Source: an optimization exercise on an open RTL-to-GDS flow (aim: small area, a short achievable clock period and few clock cycles). Production flows keep margins and buffers that such runs may drop. RTL that was checked went through simulation tests only; none was proved equivalent to the original. For runs 1 to 4, 7 and 8, only the layout was checked, not whether the RTL still works. Power is estimated from default activity; no workload was simulated.

===== config.mk =====
export PLATFORM = sky130hd
export DESIGN_NAME = sparse_mul_top
export DESIGN_NICKNAME = sparse_mul_top
export VERILOG_FILES = /design/flow/design.v
export SDC_FILE = /design/flow/constraint.sdc
export NUM_CORES = 4
export LEC_CHECK = 0
export CAP_MARGIN = 20
export CORE_MARGIN = 2
export CORE_UTILIZATION = 40
export SETUP_SLACK_MARGIN = 2.5
export SLEW_MARGIN = 20

===== constraint.sdc =====
create_clock -name core_clock -period 5.0 [get_ports {clk}]
set_input_delay 1.0000 -clock core_clock [delete_from_list [all_inputs] [get_ports {clk}]]
set_output_delay 1.0000 -clock core_clock [all_outputs]
set_load 0.01 [all_outputs]

===== run.sh =====
#!/bin/bash
# synth_recipe.tcl (not shown) runs the flow's synth.tcl, then flattens the netlist and writes it again
# the make line also repeats each setting of config.mk as NAME=value (left out here)
make -C /OpenROAD-flow-scripts/flow DESIGN_CONFIG=/design/flow/config.mk WORK_HOME=/design/flow/orfs CLKGATE_MAP_FILE= SYNTH_SCRIPT=/design/flow/synth_recipe.tcl finish

===== design.v =====
`timescale 1ns/1ps
module sparse_mul_top
(
  input  logic                                    clk,
  input  logic                                    rst_n,
  input  logic                                    start,
  output logic                                    busy,
  output logic                                    done,
  input  logic                                    poly_wr_en,
  input  logic [$clog2(64)-1:0]                   poly_wr_addr,
  input  logic [8-1:0]                 poly_wr_data,
  input  logic                                    pos_wr_en,
  input  logic [$clog2(16 / 4)-1:0]                  pos_wr_addr,
  input  logic [4*$clog2(64)-1:0]        pos_wr_data,
  input  logic                                    res_rd_en,
  input  logic [$clog2(64)-1:0]                   res_rd_addr,
  output logic [8-1:0]                 res_rd_data,
  output logic                                    res_rd_valid
);
  localparam int N       = 64;
  localparam int H       = 16;
  localparam int L       = 4;
  localparam int W       = 8;
  localparam int POS_W   = $clog2(64);
  localparam int WORDS   = 16 / 4;
  logic [N-1:0][W-1:0]           a_mem;
  logic [WORDS-1:0][L*POS_W-1:0] pos_mem;
  logic [N-1:0][W-1:0]           acc_v;
  logic [N-1:0]                  acc_c;
  logic [N-1:0][W-1:0]           nxt_v;
  logic [N-1:0]                  nxt_c;
  logic                          busy_q;
  logic                          first_q;    
  logic                          last_q;     
  logic [POS_W:0]                step_q;     
  logic [POS_W-1:0]              idx_q;      
  logic [N-1:0]                  therm_q;    
  logic [N-1:0]                  therm_nxt;
  logic [N-1:0]                  padd_q;     
  logic [N-1:0]                  psub_q;     
  logic                          sp_nxt;
  logic                          sm_nxt;
  logic                          go;
  logic [W-1:0]                  rd_q;
  assign busy = busy_q;
  assign go   = start && !busy_q;
  always_ff @(posedge clk)
  begin
    for (int k = 0; k < N; k++)
      if (poly_wr_en && !busy_q && (poly_wr_addr == POS_W'(k)))
        a_mem[k] <= poly_wr_data;
    for (int w = 0; w < WORDS; w++)
      if (pos_wr_en && !busy_q && (pos_wr_addr == w))
        pos_mem[w] <= pos_wr_data;
  end
  logic [H-1:0]                  hit;
  logic                          mask;
  for (genvar j = 0; j < H; j++)
  begin : g_hit
    assign hit[j] = (pos_mem[j / L][(j % L) * POS_W +: POS_W] == idx_q);
  end
  assign mask   = busy_q && !first_q && (idx_q == '0);
  assign sp_nxt = |hit[H/2-1:0] && !mask;
  assign sm_nxt = |hit[H-1:H/2] && !mask;
  assign therm_nxt = !busy_q ? '1 : first_q ? N'(1) : {therm_q[N-2:0], 1'b1};
  always_ff @(posedge clk)
  begin
    therm_q <= therm_nxt;
    for (int k = 0; k < N; k++)
    begin
      padd_q[k] <= therm_nxt[k] ? sp_nxt : sm_nxt;
      psub_q[k] <= therm_nxt[k] ? sm_nxt : sp_nxt;
    end
  end
  always_ff @(posedge clk or negedge rst_n)
  begin
    if (!rst_n)
    begin
      busy_q       <= 1'b0;
      done         <= 1'b0;
      first_q      <= 1'b0;
      last_q       <= 1'b0;
      step_q       <= '0;
      idx_q        <= '0;
      res_rd_valid <= 1'b0;
    end
    else
    begin
      done         <= last_q;
      first_q      <= go;
      res_rd_valid <= res_rd_en && !busy_q;
      if (go)
        busy_q <= 1'b1;
      else if (last_q)
        busy_q <= 1'b0;
      if (busy_q && !last_q)
        step_q <= step_q + 1'b1;
      else
        step_q <= '0;
      last_q <= busy_q && (step_q == (POS_W+1)'(N - 1));
      if (go || (busy_q && !last_q))
        idx_q <= idx_q - 1'b1;
      else
        idx_q <= '0;
    end
  end
  for (genvar k = 0; k < N; k++)
  begin : g_step
    logic [W-1:0]   v;
    logic           c;
    logic           neg;
    logic [W-1:0]   am;
    logic [W-3:0]   inc;
    logic [W-3:0]   h0;
    logic [W-3:0]   h1;
    logic [W-1:0]   y;
    logic [W:0]     sum;
    assign v   = acc_v[(k + N - 1) % N];
    assign c   = acc_c[(k + N - 1) % N];
    assign neg = psub_q[k];
    assign am  = (padd_q[k] || psub_q[k]) ? a_mem[k] : W'(0);
    assign inc = am[W-1:2] + 1'b1;
    assign h0  = neg ? ~inc : am[W-1:2];
    assign h1  = neg ? ~am[W-1:2] : inc;
    assign y   = {c ? h1 : h0, am[1:0] ^ {2{neg}}};
    logic [W-1:0]   g0, p0;
    logic [W-1:0]   g1, p1, g2, p2, g3, p3;
    logic [W:0]     cy;
    assign g0 = v & y;
    assign p0 = v ^ y;
    always_comb
    begin
      g1 = g0; p1 = p0;
      g1[0] = g0[0] | (p0[0] & c);
      p1[0] = 1'b0;
      for (int i = 1; i < W; i += 2) begin g1[i] = g0[i] | (p0[i] & g1[i-1]); p1[i] = p0[i] & p1[i-1]; end
      g2 = g1; p2 = p1;
      for (int i = 2; i < W; i++) if (i % 4 >= 2) begin g2[i] = g1[i] | (p1[i] & g1[(i/4)*4+1]); p2[i] = p1[i] & p1[(i/4)*4+1]; end
      g3 = g2; p3 = p2;
      for (int i = 4; i < W; i++) if (i % 8 >= 4) begin g3[i] = g2[i] | (p2[i] & g2[(i/8)*8+3]); p3[i] = p2[i] & p2[(i/8)*8+3]; end
    end
    assign cy  = {g3, c};
    assign sum = {cy[W], p0 ^ cy[W-1:0]};
    assign nxt_v[k] = sum[W-1:0];
    assign nxt_c[k] = sum[W];
  end
  always_ff @(posedge clk)
  begin
    if (busy_q || go)
    begin
      for (int k = 0; k < N; k++)
      begin
        acc_v[k] <= go ? W'(0) : nxt_v[k];
        acc_c[k] <= go ? 1'b0  : nxt_c[k];
      end
    end
  end
  logic [N-1:0]                  ge;
  logic [W-1:0]                  sel_v;
  logic                          sel_c;
  logic                          sel_ge;
  for (genvar k = 0; k < N; k++)
  begin : g_ge
    assign ge[k] = (acc_v[k] >= W'(251));
  end
  assign sel_v  = acc_v[res_rd_addr];
  assign sel_c  = acc_c[res_rd_addr];
  assign sel_ge = ge[res_rd_addr];
  logic [3:0]                    lo;
  always_comb
  begin
    case ({sel_c, sel_ge, sel_v[2:0]})
      5'b10_000: lo = 4'd5;
      5'b10_001: lo = 4'd6;
      5'b10_010: lo = 4'd7;
      5'b10_011: lo = 4'd8;
      5'b10_100: lo = 4'd9;
      5'b01_011: lo = 4'd0;
      5'b01_100: lo = 4'd1;
      5'b01_101: lo = 4'd2;
      5'b01_110: lo = 4'd3;
      5'b01_111: lo = 4'd4;
      default:   lo = sel_v[3:0];
    endcase
  end
  always_ff @(posedge clk)
  begin
    rd_q <= {(sel_c || sel_ge) ? 4'd0 : sel_v[7:4], lo};
  end
  assign res_rd_data = rd_q;
endmodule

==> results.cfg, run 1 <==
[synthesis]
netlist_instances = 7452
syn-num-nets = 8210
synth_top_area_frac = 0.418
synth.area.top_cells = edfxtp_1, ha_1, fa_1
ys_seq_elements = 1400
synth_area_um2 = 85100
ys.warnings.count = 1
yosysMostFrequentCell = edfxtp_1
synth_cell_types = 62
ys.flop_type = edfxtp_1
avgSynthCellArea_um2 = 11.4
yosysSeqAreaShare = 0.470
yosysTopAreaCell = edfxtp_1
synth_common_cells = edfxtp_1, o21ai_0, inv_1
async_flop_share = 0.0129
synth_edf_count = 1184

[place]
dpl_cell_area_um2 = 89400
gp_congestion = 0.969
port_buffers = 62
dp_hpwl_um = 187000

[routing]
via_per_inst = 5.88
first_pass_iters = 8
drtIter0Drc = 7856
num_vias = 67800
drc = 0
totalWireLength_um = 294000
wl_per_cell_um = 25.5
ant_nets = 0

[grt]
grt_pass1_vias = 65000
grt_pass1_wl_um = 423000
antenna_found_initial = 22
grt.total_usage = 0.262
grt_max_degree = 120
gr-total-overflow = 0

[worst_setup_path]
required_ps = 5620
critPathLaunchType = flop
path_cells = o21ai_4 -> inv_2 -> ha_4 -> inv_2 -> a221oi_2 -> a21oi_1 -> ha_1 -> o21ai_1 -> nand2b_1 -> a21o_1 -> a21o_1 -> a21oi_2 -> nor2b_1 -> o21a_1
cp.buffers_inverters = 2
cp_slowest_stage_delay_ps = 440
cp.arrival_ps = 3450
cpMaxStageDelayCell = edfxtp_1
crit_type = flop to flop
end_kind = flop
critPathTopFamily = compound AO/OA/AOI/OAI gates
crit_fanout = 2

[timing]
finalSetupViolations = 0
grt_setup_unrepaired = true
drv_slew = 0
worst_pin_slew_ps = 1030
finalHoldViolCount = 0
fin_crit_ps = 2830
maxSlewHeadroom = 0.311
finalCritPeriodShare = 0.566
skew_ps = 40.5
setup_tns_ps = 0
max_freq_mhz = 353

[pwr]
fin_total_pwr_mw = 52.2
p_leak_nw = 44.4
power_density_nw_per_um2 = 476
ir_drop_uv = 367

[run]
cap_violations = 0

[floorplan]
fp-row-count = 169
dieArea_um2 = 216000
core-area_um2 = 212000
die-height_um = 465
io_pins = 63
start_util = 0.402
dieWidth_um = 465

[clocking]
clk_latency_ps = 860
clockBufferDepth = 3
cts_sinks = 1400
cts_buffers = 160
h-tree-depth = 4
cts_tree = yes
cts.reportedPaths.clkPinSlew_ps = 60
cts-root-buf = clkbuf_16

[outcome]
status = no timing/DRC/antenna violations

[finish]
drive_gt1_frac = 0.341
final_area_um2 = 110000
areaGrowthSynthToFinish_pct = 28.7
final_util = 0.517
nets = 9310

[min_path]
min_path_type = flop to flop
routing by layer:
| metal | routed length (µm) | vias up | track usage |
|---|---|---|---|
| met5 | 56 | - | 0 |
| li1 | - | 29800 | - |
| met3 | 27900 | 734 | 0.0554 |
| met2 | 133000 | 3303 | 0.407 |
| met4 | 16000 | 8 | 0.128 |
| met1 | 118000 | 33900 | 0.348 |
kinds of logic (layout without fill, tap and decap cells):
group,after synthesis,count (layout),share of synthesized area
AO/OA/AOI/OAI,1581,1581,0.121
flip-flops,1400,1400,0.470
buffers and inverters,833,2064,0.0382
multiplexers,475,475,0.0826
adder cells (fa/ha/maj),706,706,0.126
other,0,10,0
XOR/XNOR,360,360,0.0371
AND/OR/NAND/NOR,2097,2103,0.125
placed cells by master, fill, tap and decap left out, types with 99 or more instances in the layout:
cell / synthesis / layout
dfxtp_4: 0 / 133
edfxtp_1: 1184 / 1184
clkbuf_16: 0 / 168
a21oi_1: 278 / 151
nand2b_1: 135 / 132
and2_1: 133 / 103
nor3_1: 230 / 199
xnor2_2: 0 / 99
o21a_1: 128 / 128
a21o_1: 192 / 192
ha_1: 450 / 395
o21ai_0: 523 / 327
a21oi_2: 0 / 125
and3_1: 128 / 128
buf_4: 6 / 1045
fa_1: 256 / 115
inv_1: 522 / 401
nor2b_1: 266 / 140
inv_2: 1 / 120
mux4_2: 157 / 162
nor2_1: 476 / 422
mux2i_1: 190 / 190
xor2_1: 116 / 116
nand2_1: 323 / 303
xnor2_1: 244 / 145
nand3_1: 255 / 254
mux2_2: 118 / 118
fa_2: 0 / 141
stage by stage:
| stage | hold slack (ps) | setup slack [ps] | instances |
|---|---|---|---|
| 2_1_floorplan | 346 | -601 | 7452 |
| 3_5_place_dp | 376 | 633 | 10100 |
| 4_1_cts | 388 | 2220 | 11200 |
| 3_3_place_gp | 380 | 626 | 10100 |
| 6_report | 381 | 2170 | 11500 |
| 5_1_grt | 387 | 2060 | 11500 |
timing repair:
item | in CTS | in global routing
pin swaps | 479 | 368
cloned | 13 | 1
buffers inserted | 774 | 285
resized for setup | 1325 | 541
endpoints found under the setup margin | 1565 | 692
hold buffers | 0 | 0
flip-flops by register name (all words and copies together), names as in the netlist:
signal        count
idx_q             6
rd_q              8
step_q            7
acc_v           512
padd_q           64
therm_q          62
first_q           1
acc_c            64
psub_q           64
busy_q            1
pos_mem          96
done              1
last_q            1
res_rd_valid      1
a_mem           512
area by class of cell:
class	instances	area (µm²)
timing repair buffer	1241	10500
inverter	524	1990
antenna	10	25.0
clock buffer	227	4640
sequential	1400	40500
clock inverter	72	943
fill	17800	102000
multi-input combinational	5225	47400
tap	2821	3530
final timing paths:
check                                start   endpoint  slack (ps)  cells past startpoint
worst max-delay path            a_mem[394]  acc_c[49]        2170                     14
worst min-delay path                last_q       done         380                      0
worst max register to register  a_mem[394]  acc_c[49]        2170                     14
worst min register to register      last_q       done         380                      0
max in group asynchronous            rst_n    first_q        3660                      1
min in group asynchronous            rst_n       done         660                      1
power breakdown:
group / total, mW / leakage, nW / switching (mW) / internal [mW]
clock: 12.4 / 2.70 / 5.28 / 7.15
sequential: 21.2 / 13.6 / 4.70 / 16.5
combinational: 18.6 / 28.2 / 8.54 / 10.0
total: 52.2 / 44.4 / 18.5 / 33.6
==> run 2: changes to the inputs <==
--- a/config.mk
+++ b/config.mk
@@ -8,5 +8,5 @@
 export CAP_MARGIN = 20
 export CORE_MARGIN = 2
 export CORE_UTILIZATION = 40
-export SETUP_SLACK_MARGIN = 2.5
+export SETUP_SLACK_MARGIN = 1.5
 export SLEW_MARGIN = 20
==> results.cfg, run 2 <==
[outcome]
status = no timing/DRC/antenna violations

[floorplan]
start_util = 0.402
die-height_um = 465
io_pins = 63
dieWidth_um = 465
fp-row-count = 169
dieArea_um2 = 216000
core-area_um2 = 212000

[synthesis]
avgSynthCellArea_um2 = 11.4
synth_top_area_frac = 0.418
synth_xor_area_frac = 0.0371
synth_edf_count = 1184
synth.area.top_cells = edfxtp_1, ha_1, fa_1
yosysTopAreaCell = edfxtp_1
ys_seq_elements = 1400
ys.warnings.count = 1
ys.flop_type = edfxtp_1
muxShareOfSynthArea = 0.0826
netlist_instances = 7452
synthAdderAreaFrac = 0.126
yosysMostFrequentCell = edfxtp_1
syn-num-nets = 8210
synth_area_um2 = 85100
synth_top_family_by_area = adder cells
synth_compound_area_frac = 0.121
yosysSeqAreaShare = 0.470
async_flop_share = 0.0129
synth-simple-area-share = 0.125
synth_common_cells = edfxtp_1, o21ai_0, inv_1
synth_cell_types = 62

[clocking]
clk_latency_ps = 840
cts_tree = yes
cts_sinks = 1400
cts_buffers = 155
ctsHoldBuffers = 0
cts-root-buf = clkbuf_16
cts.reportedPaths.clkPinSlew_ps = 60
h-tree-depth = 4
clockBufferDepth = 3

[timing]
skew_ps = 43.8
max_freq_mhz = 296
hold_slack_ps = 367
finalSetupViolations = 0
worst_pin_slew_ps = 1190
finalCritPeriodShare = 0.676
grt_setup_unrepaired = true
fin_crit_ps = 3380
finalHoldViolCount = 0
maxSlewHeadroom = 0.207
drv_slew = 0

[routing]
wl_per_cell_um = 25.3
via_per_inst = 5.91
totalWireLength_um = 265000
drc = 0
ant_nets = 0
drtIter0Drc = 6985
num_vias = 61700
first_pass_iters = 7

[grt]
gr-total-overflow = 0
antenna_found_initial = 26
grt.total_usage = 0.241
grt_pass1_wl_um = 390000
grt_max_degree = 120
grt_pass1_vias = 59100

[min_path]
min_from = last_q
min_path_type = flop to flop
min_path_cells = 0
hold_end = done

[worst_setup_path]
cp.arrival_ps = 4130
crit_type = input port to flop
end_kind = flop
critPathLaunchType = input port
rr_worst_depth = 14
worstSetupStartpoint = res_rd_addr[3]
crit_fanout = 10
required_ps = 5750
reg2reg_setup_slack_ps = 1670
reg2reg_from = psub_q[0]
r2r-end = acc_v[7]

[place]
dp_hpwl_um = 190000
gp_congestion = 0.962
port_buffers = 62

[finish]
fill_cells = 19100
final_common_cell = edfxtp_1
final_cell_mix = edfxtp_1, inv_1, o21ai_0
final_util = 0.446
reg_top3 = a_mem: 512 flops, acc_v: 512 flops, pos_mem: 96 flops
nets = 8229
areaGrowthSynthToFinish_pct = 11.0
drive_gt1_frac = 0.0860

[pwr]
power_density_nw_per_um2 = 492
ir_drop_uv = 402
p_leak_nw = 37.4

[run]
cap_violations = 0
==> run 2: changes by cell type in the layout (fill, tap and decap cells not counted), sizes merged, moves of 4 or more <==
| cell | before | now |
|---|---|---|
| diode | 10 | 16 |
| buf | 1193 | 120 |
| clkinvlp | 11 | 6 |
| clkdlybuf4s50 | 38 | 51 |
| bufbuf | 5 | 0 |
| clkbuf | 231 | 223 |
| nand2 | 327 | 323 |
==> run 2: area by class of cell <==
cell class                      count  area, µm²  area share
Antenna cell                       16       40.0    0.000424
Clock buffer                      223       4440      0.0470
Clock inverter                     68        764     0.00809
Inverter                          524       1970      0.0209
Multi-Input combinational cell   5219      42000       0.444
Sequential cell                  1400      40000       0.423
Tap cell                         2821       3530      0.0374
Timing Repair Buffer              171       1780      0.0189
==> run 2: routing by layer <==
metal,vias up,track usage,routed length (µm)
met3,567,0.0467,22300
met5,-,0,79
met2,2712,0.380,121000
met1,30800,0.323,109000
li1,27700,-,-
met4,12,0.104,12100
==> run 2: logic make-up after synthesis <==
family / after synthesis
compound gates: 1581
xor+xnor: 360
fa+ha+maj: 706
buf+inv: 833
flops: 1400
mux: 475
simple gates: 2097
==> run 2: power breakdown <==
part / internal [mW] / leakage [nW] / total (mW) / switching [mW]
Sequential: 16.5 / 13.5 / 22.1 / 5.54
Clock: 6.80 / 2.53 / 11.8 / 4.99
Combinational: 6.47 / 21.4 / 12.6 / 6.13
Total: 29.8 / 37.4 / 46.5 / 16.7
==> run 2: worst max-delay path by stage <==
stage	slack [ps]	endpoint	cells after the start
5_1_grt	1480	acc_v[7]	14
2_1_floorplan	-600	acc_c[0]	1
4_1_cts	1530	acc_v[7]	14
3_3_place_gp	820	rd_q[3]	10
3_5_place_dp	770	rd_q[2]	11
6_report	1620	rd_q[6]	10
==> run 2: per-stage QoR <==
stage / TNS (ps) / power (mW) / area [µm²] / worst slack, ps / std cells
finish: 0 / 46.5 / 94500 / 1620 / 10400
global route: 0 / 48.8 / 94400 / 1480 / 10400
CTS: 0 / 46.3 / 94400 / 1530 / 10400
detailed placement: 0 / 34.4 / 89200 / 769 / 10100
global placement: 0 / 34.1 / 89200 / 817 / 10100
floorplan: -345900 / 28.3 / 85100 / -601 / 7452
==> run 2: repair_timing <==
action                                 4_1_cts  5_1_grt
setup endpoints to repair                    0       60
resized for setup                            0       29
buffers inserted                             0        1
endpoints found under the hold margin        0        0
==> run 2: critical path, cell delays in order <==
cell and delay, ps:
clkdlybuf4s50_1 490, buf_4 220, nor2b_2 580, o41ai_1 190, o22ai_1 280, nor3_1 80
nor4_1 720, nor4_4 150, nand2b_1 210, a311oi_1 210
==> run 3: changes to the inputs <==
--- a/design.v
+++ b/design.v
@@ -109,20 +109,30 @@
     logic [W-1:0]   v;
     logic           c;
     logic           neg;
+    logic           en;
+    logic           flip;
     logic [W-1:0]   am;
-    logic [W-3:0]   inc;
-    logic [W-3:0]   h0;
-    logic [W-3:0]   h1;
+    logic [W-3:0]   ones;
     logic [W-1:0]   y;
     logic [W:0]     sum;
-    assign v   = acc_v[(k + N - 1) % N];
-    assign c   = acc_c[(k + N - 1) % N];
-    assign neg = psub_q[k];
-    assign am  = (padd_q[k] || psub_q[k]) ? a_mem[k] : W'(0);
-    assign inc = am[W-1:2] + 1'b1;
-    assign h0  = neg ? ~inc : am[W-1:2];
-    assign h1  = neg ? ~am[W-1:2] : inc;
-    assign y   = {c ? h1 : h0, am[1:0] ^ {2{neg}}};
+    assign v    = acc_v[(k + N - 1) % N];
+    assign c    = acc_c[(k + N - 1) % N];
+    assign neg  = psub_q[k];
+    assign en   = padd_q[k] || psub_q[k];
+    assign am   = a_mem[k];
+    assign flip = c ^ neg;
+    for (genvar i = 0; i < W - 2; i++)
+    begin : g_ones
+      assign ones[i] = &am[i+1:2] | (i == 0);
+    end
+    always_comb
+    begin
+      for (int i = 0; i < 2; i++)
+        y[i] = en && (am[i] ^ neg);
+      for (int i = 2; i < W; i++)
+        y[i] = en && (am[i] ^ neg ^ (flip && ones[i-2]));
+      y[2] = en ? (am[2] ^ c) : c;
+    end
     logic [W-1:0]   g0, p0;
     logic [W-1:0]   g1, p1, g2, p2, g3, p3;
     logic [W:0]     cy;
--- a/config.mk
+++ b/config.mk
@@ -8,5 +8,5 @@
 export CAP_MARGIN = 20
 export CORE_MARGIN = 2
 export CORE_UTILIZATION = 40
-export SETUP_SLACK_MARGIN = 1.5
+export SETUP_SLACK_MARGIN = 2.5
 export SLEW_MARGIN = 20
==> results.cfg, run 3 <==
[worst_setup_path]
cpMaxStageDelayCell = mux4_2
required_ps = 5750
crit_type = input port to flop
path_cells = buf_4 -> buf_4 -> mux4_2 -> o21ai_1 -> o21ai_0 -> a311oi_2 -> nor2_2 -> mux2_4 -> mux2_4 -> a21oi_2
critPathLaunchType = input port
cp.arrival_ps = 3680
cp_slowest_stage_delay_ps = 510
end_kind = flop
crit_fanout = 15

[floorplan]
die-height_um = 460
io_pins = 63
core-area_um2 = 207000
fp-row-count = 167
dieArea_um2 = 211000
start_util = 0.402
dieWidth_um = 460

[clocking]
cts.reportedPaths.clkPinSlew_ps = 60
cts_tree = yes
clk_latency_ps = 840
cts_buffers = 161
cts_sinks = 1400
clockBufferDepth = 3
cts-root-buf = clkbuf_16
h-tree-depth = 4

[grt]
antenna_found_initial = 21
gr-total-overflow = 0
grt_pass1_wl_um = 405000
grt.total_usage = 0.260
grt_pass1_vias = 62000
grt_max_degree = 131

[timing]
max_freq_mhz = 341
grt_setup_unrepaired = true
finalSetupViolations = 0
finalCritPeriodShare = 0.586
fin_crit_ps = 2930
setup_tns_ps = 0
maxSlewHeadroom = 0.319
skew_ps = 40.3
finalHoldViolCount = 0
worst_pin_slew_ps = 1020
drv_slew = 0

[pwr]
power.internal_mw = 32.6
power_density_nw_per_um2 = 483
fin_total_pwr_mw = 51.0
p_sw_frac = 0.361
p_leak_nw = 42.7
p_sw_mw = 18.4
p_comb_frac = 0.338
ir_drop_uv = 445
clkPwrFrac = 0.244
seq_power_share = 0.419

[routing]
wl_per_cell_um = 26.5
totalWireLength_um = 292000
ant_nets = 0
drtIter0Drc = 7646
via_per_inst = 5.91
num_vias = 65200
drc = 0
first_pass_iters = 9

[place]
gp_congestion = 0.962
dp_hpwl_um = 187000
port_buffers = 62
dpl_cell_area_um2 = 87400

[synthesis]
avgSynthCellArea_um2 = 11.3
ys_seq_elements = 1400
synth_edf_count = 1184
synth_area_um2 = 83100
yosysTopAreaCell = edfxtp_1
synth_common_cells = edfxtp_1, nor2_1, o21ai_0
synth_cell_types = 73
async_flop_share = 0.0129
syn-num-nets = 8025
synth_top_area_frac = 0.428
synth.area.top_cells = edfxtp_1, fa_1, ha_1
ys.flop_type = edfxtp_1
yosysSeqAreaShare = 0.481
netlist_instances = 7330
ys.warnings.count = 1
yosysMostFrequentCell = edfxtp_1

[finish]
areaGrowthSynthToFinish_pct = 26.9
final_area_um2 = 105000
final_common_cell = edfxtp_1
reg_top3 = a_mem: 512 flops, acc_v: 512 flops, pos_mem: 96 flops
nets = 8881
final_cell_mix = edfxtp_1, nor2_1, buf_4
drive_gt1_frac = 0.321

[run]
cap_violations = 0

[outcome]
status = no timing/DRC/antenna violations

[min_path]
min_path_type = flop to flop
==> run 3: cell count changes in the layout (fill, tap and decap cells not counted), sizes merged, moves of 64 or more <==
cell,before,now
nand2,323,460
o211ai,64,0
a311oi,2,127
xor2,116,243
nor2b,266,137
nor2,476,726
buf,120,873
nand3,255,112
==> run 3: path summary, 6_finish.rpt <==
| path | startpoint | end | slack, ps | cells after the start |
|---|---|---|---|---|
| setup / recovery | res_rd_addr[3] | rd_q[0] | 2070 | 10 |
| hold / removal | last_q | done | 380 | 0 |
| setup reg to reg | acc_v[439] | rd_q[0] | 2110 | 9 |
| hold reg to reg | last_q | done | 380 | 0 |
| max in group asynchronous | rst_n | idx_q[2] | 3620 | 1 |
| min in group asynchronous | rst_n | idx_q[1] | 700 | 1 |
==> run 3: logic make-up (layout without fill, tap and decap cells) <==
family	count (synthesis)	count (layout)	share of synthesized area
buffers and inverters	772	1761	0.0372
and+or+nand+nor	2244	2252	0.130
other	0	7	0
AOI/OAI and AO/OA	1473	1473	0.115
muxes	370	370	0.0715
adders and majority gates	643	643	0.120
xor gates and xnor gates	428	428	0.0451
DFF	1400	1400	0.481
==> run 3: power groups by stage <==
| stage | Sequential, mW | Combinational (mW) | Clock, mW |
|---|---|---|---|
| after global placement | 22.0 | 11.5 | 0 |
| after CTS | 21.1 | 14.9 | 12.5 |
| after floorplan | 18.0 | 9.72 | 0 |
| final | 21.4 | 17.2 | 12.4 |
| after global routing | 21.3 | 18.9 | 13.0 |
| after detailed placement | 21.9 | 12.0 | 0 |
==> run 3: worst max-delay path: cells and delay by family <==
kind	cells	cell delay, ps
and+or+nand+nor	1	100
AOI/OAI and AO/OA	4	920
buffers and inverters	2	570
muxes	3	1050
==> run 3: layer usage <==
| metal | track usage | vias to the layer above | share of wire | wire length, µm |
|---|---|---|---|---|
| met5 | 0 | - | 0.00017 | 50 |
| met4 | 0.144 | 8 | 0.066 | 19200 |
| met3 | 0.0464 | 837 | 0.083 | 24300 |
| met2 | 0.419 | 3139 | 0.47 | 136000 |
| met1 | 0.330 | 32500 | 0.38 | 112000 |
| li1 | - | 28700 | - | - |
==> run 3: area by class of cell <==
cell class	count	area (µm²)
repair inverters	2	17.5
well taps	2704	3380
clock inverters	87	1020
repair buffers	935	8810
flip-flops and latches	1400	40400
multi-input cells	5166	44900
clock buffers	217	4510
fillers	17700	101000
diodes	7	17.5
inverters	520	2400
==> run 3: through the flow <==
step            util  hold WS (ps)  setup slack [ps]  instances
2_1_floorplan      -           346              -601       7330
3_3_place_gp   0.422           379               722       9922
3_5_place_dp   0.422           379               628       9922
4_1_cts        0.484           395              2140      10700
5_1_grt        0.510           409              2030      11000
6_report       0.510           380              2070      11000
==> run 3: timing repair <==
item,4_1_cts,5_1_grt
gates cloned,15,15
pin swaps,441,466
setup endpoints to repair,1117,1149
resized for setup,1052,728
hold buffers,0,0
buffers inserted,463,312
==> run 4: changes to the inputs <==
--- a/config.mk
+++ b/config.mk
@@ -7,6 +7,8 @@
 export LEC_CHECK = 0
 export CAP_MARGIN = 20
 export CORE_MARGIN = 2
-export CORE_UTILIZATION = 40
+export CORE_UTILIZATION = 55
+export CTS_BUF_LIST = sky130_fd_sc_hd__clkbuf_8
+export CTS_CLUSTER_SIZE = 20
 export SETUP_SLACK_MARGIN = 2.5
 export SLEW_MARGIN = 20
==> results.cfg, run 4 <==
[outcome]
status = no timing/DRC/antenna violations

[place]
dp_slack_ps = 546
port_buffers = 62
gp_congestion = 0.992
dp_hpwl_um = 190000
dpl_cell_area_um2 = 86900

[worst_setup_path]
cp.buffers_inverters = 0
critical_path.most_common_cell = mux2_4
crit_type = flop to flop
path_cells = mux4_2 -> a22oi_1 -> a21oi_1 -> or4_4 -> mux2_4 -> mux2_4 -> a21oi_2
reg2reg_setup_slack_ps = 2070
end_kind = flop
critPathLaunchType = flop
cp.arrival_ps = 3870
crit_fanout = 5
required_ps = 5940
cpMaxStageDelayCell = or4_4
cp_slowest_stage_delay_ps = 620
critPathTopFamily = multiplexers

[grt]
grt.total_usage = 0.366
grt_pass1_vias = 61800
grt_max_degree = 103
gr-total-overflow = 0
antenna_found_initial = 21
grt_pass1_wl_um = 408000

[synthesis]
synth_edf_count = 1184
async_flop_share = 0.0129
yosysTopAreaCell = edfxtp_1
ys.flop_type = edfxtp_1
synth_top_area_frac = 0.428
synth_cell_types = 73
avgSynthCellArea_um2 = 11.3
ys_seq_elements = 1400
netlist_instances = 7330
yosysMostFrequentCell = edfxtp_1
synth_common_cells = edfxtp_1, nor2_1, o21ai_0
yosysSeqAreaShare = 0.481
synth_area_um2 = 83100
synth.area.top_cells = edfxtp_1, fa_1, ha_1
ys.warnings.count = 1
syn-num-nets = 8025

[pwr]
ir_drop_uv = 358
power_density_nw_per_um2 = 477
p_leak_nw = 42.4

[routing]
via_per_inst = 6.25
drtIter0Drc = 7194
drc = 0
first_pass_iters = 10
num_vias = 65500
wl_per_cell_um = 27.7
ant_nets = 0
totalWireLength_um = 290000

[timing]
finalSetupViolations = 0
finalCritPeriodShare = 0.586
worst_pin_slew_ps = 1060
finalHoldViolCount = 0
skew_ps = 61.0
fin_crit_ps = 2930
hold_slack_ps = 371
fin_ws_ps = 2070
max_freq_mhz = 342
drv_slew = 0
setup_tns_ps = 0
maxSlewHeadroom = 0.294
grt_setup_unrepaired = true

[clocking]
cts_sinks = 1400
clockBufferDepth = 3
cts.reportedPaths.clkPinSlew_ps = 70
h-tree-depth = 4
clk_latency_ps = 1030
cts_tree = yes
cts_buffers = 234
cts-root-buf = clkbuf_8
ctsHoldBuffers = 0

[finish]
final_cell_mix = edfxtp_1, nor2_1, buf_4
final-seq-area_um2 = 40400
nets = 8935
fill_cells = 11200
reg_top3 = a_mem: 512 flops, acc_v: 512 flops, pos_mem: 96 flops
final_common_cell = edfxtp_1
drive_gt1_frac = 0.315
final_area_um2 = 103000
areaGrowthSynthToFinish_pct = 23.9
final_util = 0.686
multiInputGateArea_um2 = 44300

[floorplan]
die-height_um = 393
fp-row-count = 142
core-area_um2 = 150000
dieArea_um2 = 154000
io_pins = 63
start_util = 0.554
dieWidth_um = 393

[min_path]
min_path_type = flop to flop

[run]
cap_violations = 0
## run 4: logic make-up (layout without fill, tap and decap cells)
kind of cell | count (synthesis) | after routing | share of synthesized area
simple gates | 2244 | 2250 | 0.130
compound gates | 1473 | 1473 | 0.115
flops | 1400 | 1400 | 0.481
buf+inv | 772 | 1888 | 0.0372
fa+ha+maj | 643 | 643 | 0.120
xor+xnor | 428 | 428 | 0.0451
mux | 370 | 370 | 0.0715
other cells | 0 | 6 | 0
## run 4: cell type report
cell class,count,share of cell area
Sequential cell,1400,0.393
Multi-Input combinational cell,5164,0.431
Clock inverter,181,0.0117
Tap cell,2016,0.0245
Timing Repair inverter,2,0.000134
Timing Repair Buffer,918,0.0811
Clock buffer,267,0.0357
Inverter,520,0.0232
Antenna cell,6,0.000146
## run 4: worst paths after layout
| path | start | end | depth (start not counted) |
|---|---|---|---|
| setup reg to reg | acc_v[360] | rd_q[0] | 7 |
| hold / removal | last_q | done | 0 |
| hold reg to reg | last_q | done | 0 |
| setup / recovery | acc_v[360] | rd_q[0] | 7 |
| min in group asynchronous | rst_n | res_rd_valid | 1 |
| max in group asynchronous | rst_n | busy_q | 1 |
## run 4: power breakdown
| part | total [mW] | switching, mW | internal (mW) |
|---|---|---|---|
| Combinational | 16.9 | 8.07 | 8.86 |
| Sequential | 21.5 | 5.18 | 16.4 |
| Clock | 10.7 | 5.07 | 5.59 |
## run 4: repair_timing
item                       in CTS  in global routing
resized for setup             952                695
cloned                         11                  7
setup buffers                 475                253
setup endpoints to repair    1017                855
pin swaps                     429                411
## run 4: layer usage
layer  part of all wire  up-vias  global-route usage
li1                   -    28800                   -
met1               0.37    32500               0.465
met2               0.46     3275               0.582
met3              0.096      907              0.0761
met4              0.072       10               0.212
met5            0.00020        -                   0
## run 4: per-stage QoR
stage / power (mW) / std cells
4_1_cts: 46.8 / 10200
5_1_grt: 51.3 / 10500
2_1_floorplan: 27.8 / 7330
3_5_place_dp: 34.0 / 9274
6_report: 49.1 / 10500
3_3_place_gp: 33.7 / 9274
## run 4: worst register-to-register path: cells and delay by family, from the launching register on
family / cells / cell delay, ps
mux: 3 / 1090
simple gates: 1 / 620
flops: 1 / 530
compound gates: 3 / 620
==> run 5: changes to the inputs <==
--- a/design.v
+++ b/design.v
@@ -34,7 +34,6 @@
   logic                          last_q;     
   logic [POS_W:0]                step_q;     
   logic [POS_W-1:0]              idx_q;      
-  logic [N-1:0]                  therm_q;    
   logic [N-1:0]                  therm_nxt;
   logic [N-1:0]                  padd_q;     
   logic [N-1:0]                  psub_q;     
@@ -62,10 +61,12 @@
   assign mask   = busy_q && !first_q && (idx_q == '0);
   assign sp_nxt = |hit[H/2-1:0] && !mask;
   assign sm_nxt = |hit[H-1:H/2] && !mask;
-  assign therm_nxt = !busy_q ? '1 : first_q ? N'(1) : {therm_q[N-2:0], 1'b1};
+  for (genvar k = 0; k < N; k++)
+  begin : g_therm
+    assign therm_nxt[k] = !busy_q || ((POS_W+1)'(k) <= step_q);
+  end
   always_ff @(posedge clk)
   begin
-    therm_q <= therm_nxt;
     for (int k = 0; k < N; k++)
     begin
       padd_q[k] <= therm_nxt[k] ? sp_nxt : sm_nxt;
@@ -165,37 +166,30 @@
       end
     end
   end
-  logic [N-1:0]                  ge;
+  logic [N-1:0]                  fix;
   logic [W-1:0]                  sel_v;
   logic                          sel_c;
-  logic                          sel_ge;
+  logic                          sel_fix;
   for (genvar k = 0; k < N; k++)
-  begin : g_ge
-    assign ge[k] = (acc_v[k] >= W'(251));
+  begin : g_fix
+    assign fix[k] = acc_c[k] || (acc_v[k] >= W'(251));
   end
-  assign sel_v  = acc_v[res_rd_addr];
-  assign sel_c  = acc_c[res_rd_addr];
-  assign sel_ge = ge[res_rd_addr];
-  logic [3:0]                    lo;
-  always_comb
-  begin
-    case ({sel_c, sel_ge, sel_v[2:0]})
-      5'b10_000: lo = 4'd5;
-      5'b10_001: lo = 4'd6;
-      5'b10_010: lo = 4'd7;
-      5'b10_011: lo = 4'd8;
-      5'b10_100: lo = 4'd9;
-      5'b01_011: lo = 4'd0;
-      5'b01_100: lo = 4'd1;
-      5'b01_101: lo = 4'd2;
-      5'b01_110: lo = 4'd3;
-      5'b01_111: lo = 4'd4;
-      default:   lo = sel_v[3:0];
-    endcase
-  end
+  assign sel_v   = acc_v[res_rd_addr];
+  assign sel_c   = acc_c[res_rd_addr];
+  assign sel_fix = fix[res_rd_addr];
+  logic                          rd_c;
+  logic                          rd_fix;
+  logic                          lo_and;
   always_ff @(posedge clk)
   begin
-    rd_q <= {(sel_c || sel_ge) ? 4'd0 : sel_v[7:4], lo};
+    rd_q   <= sel_v;
+    rd_c   <= sel_c;
+    rd_fix <= sel_fix;
   end
-  assign res_rd_data = rd_q;
+  assign lo_and = rd_q[1] && rd_q[0];
+  assign res_rd_data[W-1:4] = rd_fix ? 4'd0 : rd_q[W-1:4];
+  assign res_rd_data[3]     = rd_fix ? (rd_c && (rd_q[2] || lo_and)) : rd_q[3];
+  assign res_rd_data[2]     = rd_q[2] ^ (rd_fix && !lo_and);
+  assign res_rd_data[1]     = rd_q[1] ^ (rd_fix && rd_q[0]);
+  assign res_rd_data[0]     = rd_q[0] ^ rd_fix;
 endmodule
==> results.cfg, run 5 <==
[timing]
grt_setup_unrepaired = true
hold_slack_ps = 397
finalCritPeriodShare = 0.598
maxSlewHeadroom = 0.273
finalHoldViolCount = 0
fin_ws_ps = 2010
worst_pin_slew_ps = 1090
setup_tns_ps = 0
skew_ps = 38.2
max_freq_mhz = 334
fin_crit_ps = 2990
finalSetupViolations = 0
drv_slew = 0

[floorplan]
start_util = 0.553
io_pins = 63
dieWidth_um = 389
dieArea_um2 = 152000
core-area_um2 = 148000
fp-row-count = 141
die-height_um = 389

[grt]
gr-total-overflow = 0
use_met1 = 0.484
met2_usage = 0.551
met3_usage = 0.0719
grt_pass1_vias = 60400
antenna_found_initial = 15
grt_max_degree = 105
grt.total_usage = 0.354
grt_pass1_wl_um = 395000
grt-busiest-layer = met2

[finish]
final_cell_mix = edfxtp_1, buf_4, nor2_1
reg_top3 = a_mem: 512 flops, acc_v: 512 flops, pos_mem: 96 flops
drive_gt1_frac = 0.322
final_common_cell = edfxtp_1
areaGrowthSynthToFinish_pct = 24.6
fill_cells = 10900
nets = 8799
final_area_um2 = 102000
fin_cells = 10200

[synthesis]
synth_top_family_by_area = compound AO/OA/AOI/OAI gates
ys.warnings.count = 1
async_flop_share = 0.0134
synth_edf_count = 1184
synth_compound_area_frac = 0.128
synth-simple-area-share = 0.125
ys.flop_type = edfxtp_1
synth_top_area_frac = 0.435
synth_common_cells = edfxtp_1, nor2_1, o21ai_0
synth_area_um2 = 81700
avgSynthCellArea_um2 = 11.5
yosysTopAreaCell = edfxtp_1
synthAdderAreaFrac = 0.122
ys_seq_elements = 1340
synth_cell_types = 57
muxShareOfSynthArea = 0.0720
synth.area.top_cells = edfxtp_1, fa_1, ha_1
syn-num-nets = 7776
yosysMostFrequentCell = edfxtp_1
netlist_instances = 7078
yosysSeqAreaShare = 0.474
synth_xor_area_frac = 0.0527

[worst_setup_path]
critPathLaunchType = flop
end_kind = primary output
reg2reg_setup_slack_ps = 2300
cp.arrival_ps = 1990
required_ps = 4000
crit_type = flop to primary output
crit_fanout = 5

[place]
dpl_cell_area_um2 = 85500
dp_cells = 8922
dp_slack_ps = 1200
gp_congestion = 0.938
port_buffers = 62
dp_hpwl_um = 181000

[run]
cap_violations = 0

[clocking]
cts-root-buf = clkbuf_8
ctsHoldBuffers = 0
clockBufferDepth = 3
cts.reportedPaths.clkPinSlew_ps = 60
cts_buffers = 228
h-tree-depth = 4
cts_sinks = 1340
cts_tree = yes
clk_latency_ps = 990

[routing]
num_vias = 64500
wl_per_cell_um = 27.1
via_per_inst = 6.30
drtIter0Drc = 7027
drc = 0
first_pass_iters = 6
totalWireLength_um = 278000
ant_nets = 0

[pwr]
power_density_nw_per_um2 = 623
power.internal_mw = 38.5
clkPwrFrac = 0.166
p_leak_nw = 41.8
p_sw_frac = 0.393
seq_power_share = 0.351
p_sw_mw = 24.9
p_comb_frac = 0.482
ir_drop_uv = 360

[min_path]
min_path_type = input port to asynchronous set/reset pin

[outcome]
status = no timing/DRC/antenna violations
==> run 5: cell type report <==
| cell class | instances | area [µm²] | area share |
|---|---|---|---|
| timing repair buffer | 1035 | 9060 | 0.0889 |
| sequential | 1340 | 39200 | 0.385 |
| tap | 1930 | 2410 | 0.0237 |
| timing repair inverter | 1 | 5.00 | 0.0000491 |
| inverter | 287 | 1440 | 0.0141 |
| antenna | 10 | 25.0 | 0.000246 |
| multi-input combinational | 5208 | 44900 | 0.441 |
| clock buffer | 254 | 3500 | 0.0343 |
| clock inverter | 179 | 1330 | 0.0130 |
==> run 5: worst paths after layout <==
| path | from | end | cells after the start |
|---|---|---|---|
| setup / recovery | rd_fix | res_rd_data[1] | 3 |
| min in group core_clock | poly_wr_data[2] | a_mem[426] | 1 |
| hold reg to reg | last_q | done | 0 |
| setup reg to reg | a_mem[346] | acc_c[43] | 8 |
| max in group asynchronous | rst_n | step_q[4] | 2 |
| hold / removal | rst_n | done | 2 |
==> run 5: metrics by stage <==
stage | power (mW) | utilization
3_5_place_dp | 44.2 | 0.579
3_3_place_gp | 43.7 | 0.579
6_report | 63.4 | 0.690
5_1_grt | 66.9 | 0.690
2_1_floorplan | 36.2 | -
4_1_cts | 59.1 | 0.659
==> run 5: repair_timing <==
item	in CTS	in global routing
resized for setup	744	717
pin swaps	446	490
setup endpoints to repair	1628	669
setup buffers	611	249
gates cloned	10	9
==> run 5: kinds of logic (layout without fill, tap and decap cells) <==
kind of cell             Yosys count  count (layout)
multiplexers                     344             344
AO/OA/AOI/OAI                   1608            1608
XOR/XNOR                         492             492
flip-flops                      1340            1340
AND/OR/NAND/NOR                 2110            2118
adder cells (fa/ha/maj)          646             646
buffers and inverters            538            1756
other                              0              10
==> run 5: critical path: stages (launching register included) <==
cell     delay (ps)
dfxtp_4         430
ha_4            170
xor2_4          260
buf_6           150
==> run 5: routing by layer <==
layer | vias up | wire length, µm
met3 | 672 | 26200
met5 | - | 98
li1 | 28500 | -
met1 | 32100 | 111000
met4 | 12 | 13700
met2 | 3215 | 127000
==> run 5: power groups by stage <==
stage               registers [mW]  clock network (mW)  logic, mW
floorplan                     19.1                   0       17.1
global placement              23.3                   0       20.4
detailed placement            23.1                   0       21.1
CTS                           22.0                10.6       26.5
global route                  22.4                11.1       33.4
finish                        22.3                10.5       30.6
Testbench counts of run 5, summed over its fixed seeds: cycles 6,752.
==> run 6: changes to the inputs <==
--- a/config.mk
+++ b/config.mk
@@ -8,7 +8,5 @@
 export CAP_MARGIN = 20
 export CORE_MARGIN = 2
 export CORE_UTILIZATION = 55
-export CTS_BUF_LIST = sky130_fd_sc_hd__clkbuf_8
-export CTS_CLUSTER_SIZE = 20
 export SETUP_SLACK_MARGIN = 2.5
 export SLEW_MARGIN = 20
==> results.cfg, run 6 <==
[pwr]
p_sw_mw = 24.9
clkPwrFrac = 0.181
p_sw_frac = 0.385
power.internal_mw = 39.8
p_comb_frac = 0.475
ir_drop_uv = 354
p_leak_nw = 41.8
fin_total_pwr_mw = 64.7
power_density_nw_per_um2 = 631
seq_power_share = 0.344

[worst_setup_path]
required_ps = 4000
critPathTopFamily = flip-flops
end_kind = primary output
reg2reg_from = acc_c[44]
critPathLaunchType = flop
reg2reg_setup_slack_ps = 2300
cp.buffers_inverters = 1
cpMaxStageDelayCell = dfxtp_4
crit_fanout = 6
r2r-end = acc_c[45]
crit_type = flop to primary output
rr_worst_depth = 10
worstSetupStartpoint = rd_fix
cp_slowest_stage_delay_ps = 450
cp.arrival_ps = 1850
path_cells = ha_4 -> xor2_4 -> buf_6
path_depth = 3
crit_end = res_rd_data[1]

[finish]
nets = 8752
final_cell_mix = edfxtp_1, buf_4, nor2_1
drive_gt1_frac = 0.318
areaGrowthSynthToFinish_pct = 25.6
reg_top3 = a_mem: 512 flops, acc_v: 512 flops, pos_mem: 96 flops
final_common_cell = edfxtp_1

[floorplan]
dieWidth_um = 389
core-area_um2 = 148000
io_pins = 63
fp-row-count = 141
start_util = 0.553
dieArea_um2 = 152000
die-height_um = 389

[clocking]
clk_latency_ps = 810
cts_sinks = 1340
cts_tree = yes
cts_buffers = 153
cts.reportedPaths.clkPinSlew_ps = 60
clockBufferDepth = 3
ctsHoldBuffers = 0
h-tree-depth = 4
cts-root-buf = clkbuf_16

[synthesis]
synth_common_cells = edfxtp_1, nor2_1, o21ai_0
async_flop_share = 0.0134
synth_top_area_frac = 0.435
netlist_instances = 7078
synth_area_um2 = 81700
synth.area.top_cells = edfxtp_1, fa_1, ha_1
synth_edf_count = 1184
avgSynthCellArea_um2 = 11.5
ys_seq_elements = 1340
yosysMostFrequentCell = edfxtp_1
ys.flop_type = edfxtp_1
ys.warnings.count = 1
syn-num-nets = 7776
yosysSeqAreaShare = 0.474
synth_cell_types = 57
yosysTopAreaCell = edfxtp_1

[grt]
grt_pass1_wl_um = 395000
antenna_found_initial = 14
grt.total_usage = 0.355
grt_pass1_vias = 60100
grt_max_degree = 105
gr-total-overflow = 0

[place]
gp_congestion = 0.938
port_buffers = 62
dp_hpwl_um = 181000

[timing]
max_freq_mhz = 351
finalCritPeriodShare = 0.570
maxSlewHeadroom = 0.226
worst_pin_slew_ps = 1150
grt_setup_unrepaired = true
setup_tns_ps = 0
finalSetupViolations = 0
finalHoldViolCount = 0
fin_crit_ps = 2850
skew_ps = 28.4
drv_slew = 0

[min_path]
min_path_type = input port to asynchronous set/reset pin

[routing]
num_vias = 64200
wl_per_cell_um = 27.5
drc = 0
drtIter0Drc = 7203
first_pass_iters = 10
totalWireLength_um = 279000
ant_nets = 0
via_per_inst = 6.35

[outcome]
status = no timing/DRC/antenna violations

[run]
cap_violations = 0
==> run 6: cell types whose count changed in the layout (fill, tap and decap cells not counted), sizes merged <==
cell | before | now
diode | 10 | 5
nand2 | 482 | 481
buf | 988 | 1007
clkbuf | 259 | 216
bufinv | 18 | 17
dlygate4sd2 | 0 | 3
clkinv | 135 | 113
clkinvlp | 6 | 3
clkdlybuf4s50 | 39 | 38
inv | 308 | 237
==> run 6: stage by stage <==
step / util / setup WS, ps / instance area, µm² / std cells / hold WS (ps)
floorplan: - / -601 / 83000 / 7078 / 366
global placement: 0.579 / 1180 / 85500 / 8921 / 651
detailed placement: 0.579 / 1200 / 85500 / 8922 / 650
CTS: 0.662 / 2110 / 97700 / 9837 / 552
global route: 0.695 / 2150 / 103000 / 10100 / 578
finish: 0.695 / 2150 / 103000 / 10100 / 585
==> run 6: logic make-up (layout without fill, tap and decap cells) <==
kind of cell | Yosys count | count (layout) | share of synthesized area
xor gates and xnor gates | 492 | 492 | 0.0527
muxes | 344 | 344 | 0.0720
and+or+nand+nor | 2110 | 2117 | 0.125
DFF | 1340 | 1340 | 0.474
AOI/OAI and AO/OA | 1608 | 1608 | 0.128
other | 0 | 5 | 0
adders and majority gates | 646 | 646 | 0.122
buffers and inverters | 538 | 1637 | 0.0255
==> run 6: worst reg2reg max path: cells and delay by family, from the launching register on <==
family | cells | cell delay (ps)
flip-flops | 1 | 420
buffers and inverters | 2 | 300
AO/OA/AOI/OAI | 5 | 1250
adder cells (fa/ha/maj) | 1 | 370
AND/OR/NAND/NOR | 2 | 120
==> run 6: how the worst min path moves through the flow <==
stage                start      endpoint  slack (ps)  depth (start not counted)
global placement    last_q          done         650                          0
global route         rst_n  res_rd_valid         580                          2
CTS                  rst_n  res_rd_valid         550                          2
detailed placement  last_q          done         650                          0
finish               rst_n  res_rd_valid         580                          2
floorplan           last_q          done         370                          0
==> run 6: cell type report <==
class                           instances  area [µm²]
Fill cell                           10700       45100
Multi-Input combinational cell       5207       44900
Sequential cell                      1340       39200
Timing Repair Buffer                 1064        9430
Clock buffer                          203        4210
Tap cell                             1930        2410
Inverter                              287        1450
Clock inverter                         82         966
Antenna cell                            5        12.5
Timing Repair inverter                  1        5.00
==> run 6: routing by layer <==
metal / part of all wire / GRT usage / up-vias
li1: - / - / 28300
met1: 0.39 / 0.485 / 32000
met2: 0.45 / 0.551 / 3161
met3: 0.098 / 0.0710 / 733
met4: 0.055 / 0.159 / 16
met5: 0.00047 / 0 / -
==> run 6: power groups by stage <==
stage / sequential (mW) / clock [mW] / combinational, mW
final: 22.2 / 11.7 / 30.8
after global routing: 22.4 / 12.2 / 33.6
after CTS: 22.0 / 11.8 / 26.5
after detailed placement: 23.1 / 0 / 21.1
after global placement: 23.3 / 0 / 20.4
after floorplan: 19.1 / 0 / 17.1
==> run 6: repair_timing <==
| action | CTS | global route |
|---|---|---|
| endpoints found under the setup margin | 1676 | 718 |
| resized for setup | 740 | 720 |
| buffers inserted | 616 | 265 |
| pin swaps | 447 | 507 |
| gates cloned | 14 | 12 |
==> run 7: changes to the inputs <==
--- a/design.v
+++ b/design.v
@@ -177,19 +177,22 @@
   assign sel_v   = acc_v[res_rd_addr];
   assign sel_c   = acc_c[res_rd_addr];
   assign sel_fix = fix[res_rd_addr];
-  logic                          rd_c;
-  logic                          rd_fix;
-  logic                          lo_and;
+  logic                          sel_lo;
+  logic [3:0]                    rd_x;
+  assign sel_lo = sel_v[1] && sel_v[0];
   always_ff @(posedge clk)
   begin
-    rd_q   <= sel_v;
-    rd_c   <= sel_c;
-    rd_fix <= sel_fix;
+    rd_q[W-1:4] <= sel_fix ? 4'd0 : sel_v[W-1:4];
+    rd_q[3]     <= !sel_fix && sel_v[3];
+    rd_q[2:1]   <= sel_v[2:1];
+    rd_q[0]     <= sel_v[0] ^ sel_fix;
+    rd_x[3]     <= sel_fix && sel_c && (sel_v[2] || sel_lo);
+    rd_x[2]     <= sel_fix && !sel_lo;
+    rd_x[1]     <= sel_fix && sel_v[0];
+    rd_x[0]     <= 1'b0;
   end
-  assign lo_and = rd_q[1] && rd_q[0];
-  assign res_rd_data[W-1:4] = rd_fix ? 4'd0 : rd_q[W-1:4];
-  assign res_rd_data[3]     = rd_fix ? (rd_c && (rd_q[2] || lo_and)) : rd_q[3];
-  assign res_rd_data[2]     = rd_q[2] ^ (rd_fix && !lo_and);
-  assign res_rd_data[1]     = rd_q[1] ^ (rd_fix && rd_q[0]);
-  assign res_rd_data[0]     = rd_q[0] ^ rd_fix;
+  assign res_rd_data[W-1:4] = rd_q[W-1:4];
+  assign res_rd_data[3]     = rd_q[3] || rd_x[3];
+  assign res_rd_data[2:1]   = rd_q[2:1] ^ rd_x[2:1];
+  assign res_rd_data[0]     = rd_q[0];
 endmodule
==> results.cfg, run 7 <==
[timing]
max_freq_mhz = 352
fin_ws_ps = 2160
grt_setup_unrepaired = true
drv_slew = 0
finalCritPeriodShare = 0.568
finalSetupViolations = 0
maxSlewHeadroom = 0.244
fin_crit_ps = 2840
finalHoldViolCount = 0
worst_pin_slew_ps = 1120
skew_ps = 24.8

[floorplan]
core-area_um2 = 148000
fp-row-count = 141
die-height_um = 390
dieWidth_um = 390
io_pins = 63
dieArea_um2 = 152000
start_util = 0.554

[worst_setup_path]
end_kind = flop
critPathLaunchType = input port
crit_fanout = 8
crit_type = input port to flop
cp.arrival_ps = 3280
required_ps = 5440

[finish]
drive_gt1_frac = 0.323
nets = 8806
final_cell_mix = edfxtp_1, buf_4, nor2_1
areaGrowthSynthToFinish_pct = 25.8
final_area_um2 = 103000
reg_top3 = a_mem: 512 flops, acc_v: 512 flops, pos_mem: 96 flops
final_common_cell = edfxtp_1

[synthesis]
synth_top_family_by_area = compound AO/OA/AOI/OAI gates
async_flop_share = 0.0134
synth_area_um2 = 81900
synth-simple-area-share = 0.128
synth_top_area_frac = 0.434
yosysSeqAreaShare = 0.474
syn-num-nets = 7830
synth_common_cells = edfxtp_1, nor2_1, o21ai_0
avgSynthCellArea_um2 = 11.5
synth_compound_area_frac = 0.128
synth_xor_area_frac = 0.0524
netlist_instances = 7132
yosysTopAreaCell = edfxtp_1
synth.area.top_cells = edfxtp_1, fa_1, ha_1
muxShareOfSynthArea = 0.0689
synth_cell_types = 68
yosysMostFrequentCell = edfxtp_1
ys.flop_type = edfxtp_1
ys_seq_elements = 1341
synthAdderAreaFrac = 0.122
ys.warnings.count = 1
synth_edf_count = 1184

[grt]
antenna_found_initial = 23
grt_max_degree = 148
grt.total_usage = 0.373
gr-total-overflow = 0
grt_pass1_vias = 61500
grt_pass1_wl_um = 411000

[place]
dpl_cell_area_um2 = 85600
dp_hpwl_um = 192000
gp_congestion = 0.962
dp_slack_ps = 1040
port_buffers = 62

[routing]
totalWireLength_um = 290000
first_pass_iters = 9
drtIter0Drc = 7702
drc = 0
ant_nets = 0
via_per_inst = 6.40
wl_per_cell_um = 28.5
num_vias = 65100

[clocking]
cts.reportedPaths.clkPinSlew_ps = 60
cts-root-buf = clkbuf_16
cts_sinks = 1341
clockBufferDepth = 3
ctsHoldBuffers = 0
clk_latency_ps = 810
cts_tree = yes
cts_buffers = 153
h-tree-depth = 4

[outcome]
status = no timing/DRC/antenna violations

[pwr]
power_density_nw_per_um2 = 641
p_leak_nw = 42.0
ir_drop_uv = 411

[min_path]
min_path_type = flop to flop

[run]
cap_violations = 0
run 7: cell types whose count changed in the layout (fill, tap and decap cells not counted), sizes merged, moves of 14 or more:
cell    change
clkbuf     -24
nand2      +25
mux4       -14
nand3      +22
nor2       -30
nor3       +28
buf        +24
run 7: report_power, final:
group	internal (mW)	switching, mW
clock network	7.06	5.03
registers	17.0	5.28
logic	16.2	15.5
total	40.3	25.8
run 7: layout make-up:
| class | instances | area (µm²) |
|---|---|---|
| diodes | 6 | 15.0 |
| clock buffers | 188 | 4140 |
| clock inverters | 98 | 1270 |
| fillers | 10600 | 44800 |
| inverters | 280 | 1410 |
| multi-input cells | 5249 | 45200 |
| flip-flops and latches | 1341 | 39300 |
| well taps | 1930 | 2410 |
| repair buffers | 1081 | 9390 |
| repair inverters | 2 | 10.0 |
run 7: what timing repair did:
item / in CTS / in global routing
cloned: 11 / 2
setup buffers: 654 / 235
pin swaps: 507 / 513
resized for setup: 894 / 632
endpoints found under the setup margin: 1287 / 779
run 7: critical path, stage by stage:
cell	delay, ps
clkdlybuf4s50_1	640
nor2b_1	470
nand2_2	580
nor2_2	590
run 7: routing by layer:
| layer | vias up | wire length [µm] | global-route usage |
|---|---|---|---|
| met5 | - | 137 | 0.0118 |
| met4 | 18 | 21300 | 0.230 |
| met3 | 948 | 30400 | 0.0882 |
| met2 | 3531 | 129000 | 0.567 |
| met1 | 32100 | 109000 | 0.484 |
| li1 | 28500 | - | - |
run 7: final timing paths:
kind | from | endpoint | slack [ps] | cells past startpoint
worst max-delay path | poly_wr_addr[0] | a_mem[207] | 2160 | 4
min in group asynchronous | rst_n | idx_q[1] | 580 | 2
worst max register to register | acc_c[48] | acc_c[49] | 2230 | 9
worst min register to register | last_q | done | 450 | 0
max in group asynchronous | rst_n | step_q[4] | 4070 | 2
worst min-delay path | last_q | done | 450 | 0
run 7: logic make-up after synthesis:
family          count (synthesis)
mux                           337
simple gates                 2160
buf+inv                       546
flops                        1341
fa+ha+maj                     646
xor+xnor                      490
compound gates               1612
run 7: metrics by stage:
stage | setup TNS (ps) | power (mW) | hold slack (ps) | util | cells
after floorplan | -345940 | 36.1 | 366 | - | 7132
after CTS | 0 | 62.0 | 463 | 0.669 | 9932
after global placement | 0 | 44.0 | 452 | 0.579 | 8981
after global routing | 0 | 69.3 | 476 | 0.697 | 10200
after detailed placement | 0 | 44.6 | 440 | 0.579 | 8981
final | 0 | 66.0 | 453 | 0.697 | 10200
==> run 8: changes to the inputs <==
--- a/design.v
+++ b/design.v
@@ -43,11 +43,23 @@
   logic [W-1:0]                  rd_q;
   assign busy = busy_q;
   assign go   = start && !busy_q;
-  always_ff @(posedge clk)
-  begin
+  logic                          pw_en_q;
+  logic [POS_W-1:0]              pw_addr_q;
+  logic [W-1:0]                  pw_data_q;
+  always_ff @(posedge clk or negedge rst_n)
+  begin
+    if (!rst_n)
+      pw_en_q <= 1'b0;
+    else
+      pw_en_q <= poly_wr_en && !busy_q;
+  end
+  always_ff @(posedge clk)
+  begin
+    pw_addr_q <= poly_wr_addr;
+    pw_data_q <= poly_wr_data;
     for (int k = 0; k < N; k++)
-      if (poly_wr_en && !busy_q && (poly_wr_addr == POS_W'(k)))
-        a_mem[k] <= poly_wr_data;
+      if (pw_en_q && (pw_addr_q == POS_W'(k)))
+        a_mem[k] <= pw_data_q;
     for (int w = 0; w < WORDS; w++)
       if (pos_wr_en && !busy_q && (pos_wr_addr == w))
         pos_mem[w] <= pos_wr_data;
--- a/config.mk
+++ b/config.mk
@@ -8,5 +8,5 @@
 export CAP_MARGIN = 20
 export CORE_MARGIN = 2
 export CORE_UTILIZATION = 55
-export SETUP_SLACK_MARGIN = 2.5
+export SETUP_SLACK_MARGIN = 2.2
 export SLEW_MARGIN = 20
==> results.cfg, run 8 <==
[grt]
gr-total-overflow = 0
grt_max_degree = 163
antenna_found_initial = 24
grt.total_usage = 0.358
grt_pass1_vias = 57700
grt_pass1_wl_um = 394000

[worst_setup_path]
reg2reg_from = step_q[1]
r2r-end = psub_q[34]
crit_type = flop to flop
rr_worst_depth = 6
critPathLaunchType = flop
end_kind = flop
reg2reg_setup_slack_ps = 2130
cp.arrival_ps = 3560
crit_fanout = 9
required_ps = 5690

[finish]
areaGrowthSynthToFinish_pct = 15.1
drive_gt1_frac = 0.176
multiInputGateArea_um2 = 42200
fill_cells = 11600
final_common_cell = edfxtp_1
final_util = 0.639
final-seq-area_um2 = 39400
final_area_um2 = 94700
final_cell_mix = edfxtp_1, nor2_1, o21ai_0
reg_top3 = a_mem: 512 flops, acc_v: 512 flops, pos_mem: 96 flops
nets = 8155

[clocking]
ctsHoldBuffers = 0
clockBufferDepth = 3
h-tree-depth = 4
cts_tree = yes
cts_buffers = 156
cts_sinks = 1356
cts-root-buf = clkbuf_16
cts.reportedPaths.clkPinSlew_ps = 60
clk_latency_ps = 810

[synthesis]
synth_common_cells = edfxtp_1, nor2_1, o21ai_0
ys.warnings.count = 1
synth_cell_types = 70
syn-num-nets = 7830
async_flop_share = 0.0140
synth_top_area_frac = 0.432
netlist_instances = 7132
ys_seq_elements = 1356
synth_edf_count = 1184
yosysTopAreaCell = edfxtp_1
synth.area.top_cells = edfxtp_1, fa_1, ha_1
synth_area_um2 = 82200
ys.flop_type = edfxtp_1
avgSynthCellArea_um2 = 11.5
yosysSeqAreaShare = 0.475
yosysMostFrequentCell = edfxtp_1

[place]
gp_congestion = 0.955
dpl_cell_area_um2 = 85100
dp_hpwl_um = 190000
port_buffers = 62
dp_slack_ps = 984

[outcome]
status = no timing/DRC/antenna violations

[timing]
drv_slew = 0
finalCritPeriodShare = 0.575
fin_crit_ps = 2870
finalHoldViolCount = 0
max_freq_mhz = 348
skew_ps = 32.9
maxSlewHeadroom = 0.192
hold_slack_ps = 477
fin_ws_ps = 2130
finalSetupViolations = 0
worst_pin_slew_ps = 1210
grt_setup_unrepaired = true

[routing]
via_per_inst = 6.42
drtIter0Drc = 7835
num_vias = 61100
drc = 0
first_pass_iters = 7
ant_nets = 0
totalWireLength_um = 276000
wl_per_cell_um = 28.9

[pwr]
p_leak_nw = 37.6
p_sw_frac = 0.400
fin_total_pwr_mw = 59.7
ir_drop_uv = 378
power_density_nw_per_um2 = 631
power.internal_mw = 35.8
clkPwrFrac = 0.200
seq_power_share = 0.388
p_comb_frac = 0.412
p_sw_mw = 23.9

[floorplan]
die-height_um = 391
dieWidth_um = 391
core-area_um2 = 148000
io_pins = 63
dieArea_um2 = 153000
fp-row-count = 141
start_util = 0.555

[min_path]
min_path_type = flop to flop
hold_end = done
min_path_cells = 0
min_from = last_q

[run]
cap_violations = 0
==> run 8: repair_timing <==
item                                    in CTS  in global routing
endpoints found under the setup margin     473                450
buffers inserted                           164                110
gates resized for setup                    353                300
pin swaps                                   13                114
cloned                                       6                  2
==> run 8: logic make-up after synthesis <==
logic type / count (synthesis) / synth area share
multiplexers: 338 / 0.0700
AND/OR/NAND/NOR: 2137 / 0.126
flip-flops: 1356 / 0.475
buffers and inverters: 560 / 0.0275
AO/OA/AOI/OAI: 1605 / 0.128
XOR/XNOR: 490 / 0.0522
adder cells (fa/ha/maj): 646 / 0.122
==> run 8: how the worst max path moves through the flow <==
stage                         from          to  cells past startpoint
floorplan                    start    acc_c[0]                      1
global placement    res_rd_addr[1]     rd_q[0]                      7
detailed placement  res_rd_addr[1]     rd_q[0]                      7
CTS                       idx_q[2]  psub_q[34]                      9
global route          pw_addr_q[3]  a_mem[203]                      3
finish                   step_q[1]  psub_q[34]                      6
==> run 8: final cells by class <==
class,instances,area share
Clock inverter,67,0.00949
Multi-Input combinational cell,5220,0.446
Clock buffer,222,0.0476
Inverter,296,0.0149
Sequential cell,1356,0.416
Tap cell,1930,0.0255
Timing Repair Buffer,427,0.0402
Antenna cell,4,0.000106
==> run 8: power groups by stage <==
stage | sequential, mW | combinational, mW | clock [mW]
floorplan | 19.1 | 16.7 | 0
global placement | 23.9 | 20.1 | 0
detailed placement | 23.7 | 20.8 | 0
CTS | 22.9 | 23.2 | 12.1
global route | 23.2 | 27.3 | 12.5
finish | 23.2 | 24.6 | 12.0
==> run 8: per-layer routing <==
layer / global-route usage / vias to the layer above / share of wire
met2: 0.544 / 2955 / 0.45
li1: - / 27100 / -
met4: 0.177 / 18 / 0.059
met1: 0.478 / 30300 / 0.39
met5: 0 / - / 0.00044
met3: 0.0916 / 746 / 0.10
==> run 8: critical path: stages (launching register included) <==
cell and delay [ps]:
dfrtp_1 500, and2_1 420, nor3_2 170, o21ai_1 780, o21bai_1 490, nand3_1 200
o21ai_2 180
==> run 8: metrics by stage <==
step / cells / TNS, ps
global placement: 8945 / 0
finish: 9522 / 0
global route: 9519 / 0
floorplan: 7132 / -345870
detailed placement: 8946 / 0
CTS: 9405 / 0

[re-timing with driven ports]
How much do the figures lean on ideal ports? The routed layouts below were timed once more, with nothing changed but the port constraints. Step 1 (the two cells are an assumption about what drives the block):
set clk [get_ports {clk}]
set_driving_cell -lib_cell sky130_fd_sc_hd__clkbuf_16 $clk
set_driving_cell -lib_cell sky130_fd_sc_hd__buf_2 [delete_from_list [all_inputs] $clk]
Step 2 moves the port delays by t, midway between the first and last clock arrival at a register: inputs arrive t later, outputs are due t later. That takes back most of the time a late clock gives input paths. a / b / c = no drivers / after step 1 / after step 2; a / b = the first two.
run	shift t [ns]	slack for setup (ns)	worst hold slack (ns)	worst setup path after step 2	clock arrival spread, ns
run 1	0.925	2.170 / 2.023 / 1.098	0.381 / 0.381 / 0.381	input to register	0.042 / 0.042
run 2	0.899	1.619 / 1.568 / 0.669	0.367 / 0.367 / 0.367	input to register	0.045 / 0.045
run 3	0.909	2.069 / 1.902 / 0.993	0.380 / 0.380 / 0.380	input to register	0.049 / 0.049
run 4	1.089	2.072 / 2.072 / 0.986	0.371 / 0.371 / 0.371	input to register	0.061 / 0.062
run 5	1.054	2.009 / 1.926 / 1.294	0.397 / 0.335 / 0.628	input to register	0.049 / 0.049
run 6	0.892	2.151 / 2.058 / 1.447	0.585 / 0.513 / 0.629	input to register	0.034 / 0.034
run 7	0.896	2.159 / 2.175 / 1.279	0.453 / 0.453 / 0.453	input to register	0.029 / 0.028
run 8	0.891	2.126 / 2.126 / 1.251	0.477 / 0.477 / 0.477	input to register	0.033 / 0.033
After both steps every run listed still meets setup and hold. The setup slack of run 4, which loses most, moves by 0.000 ns with the drivers and by -1.086 ns with both steps.
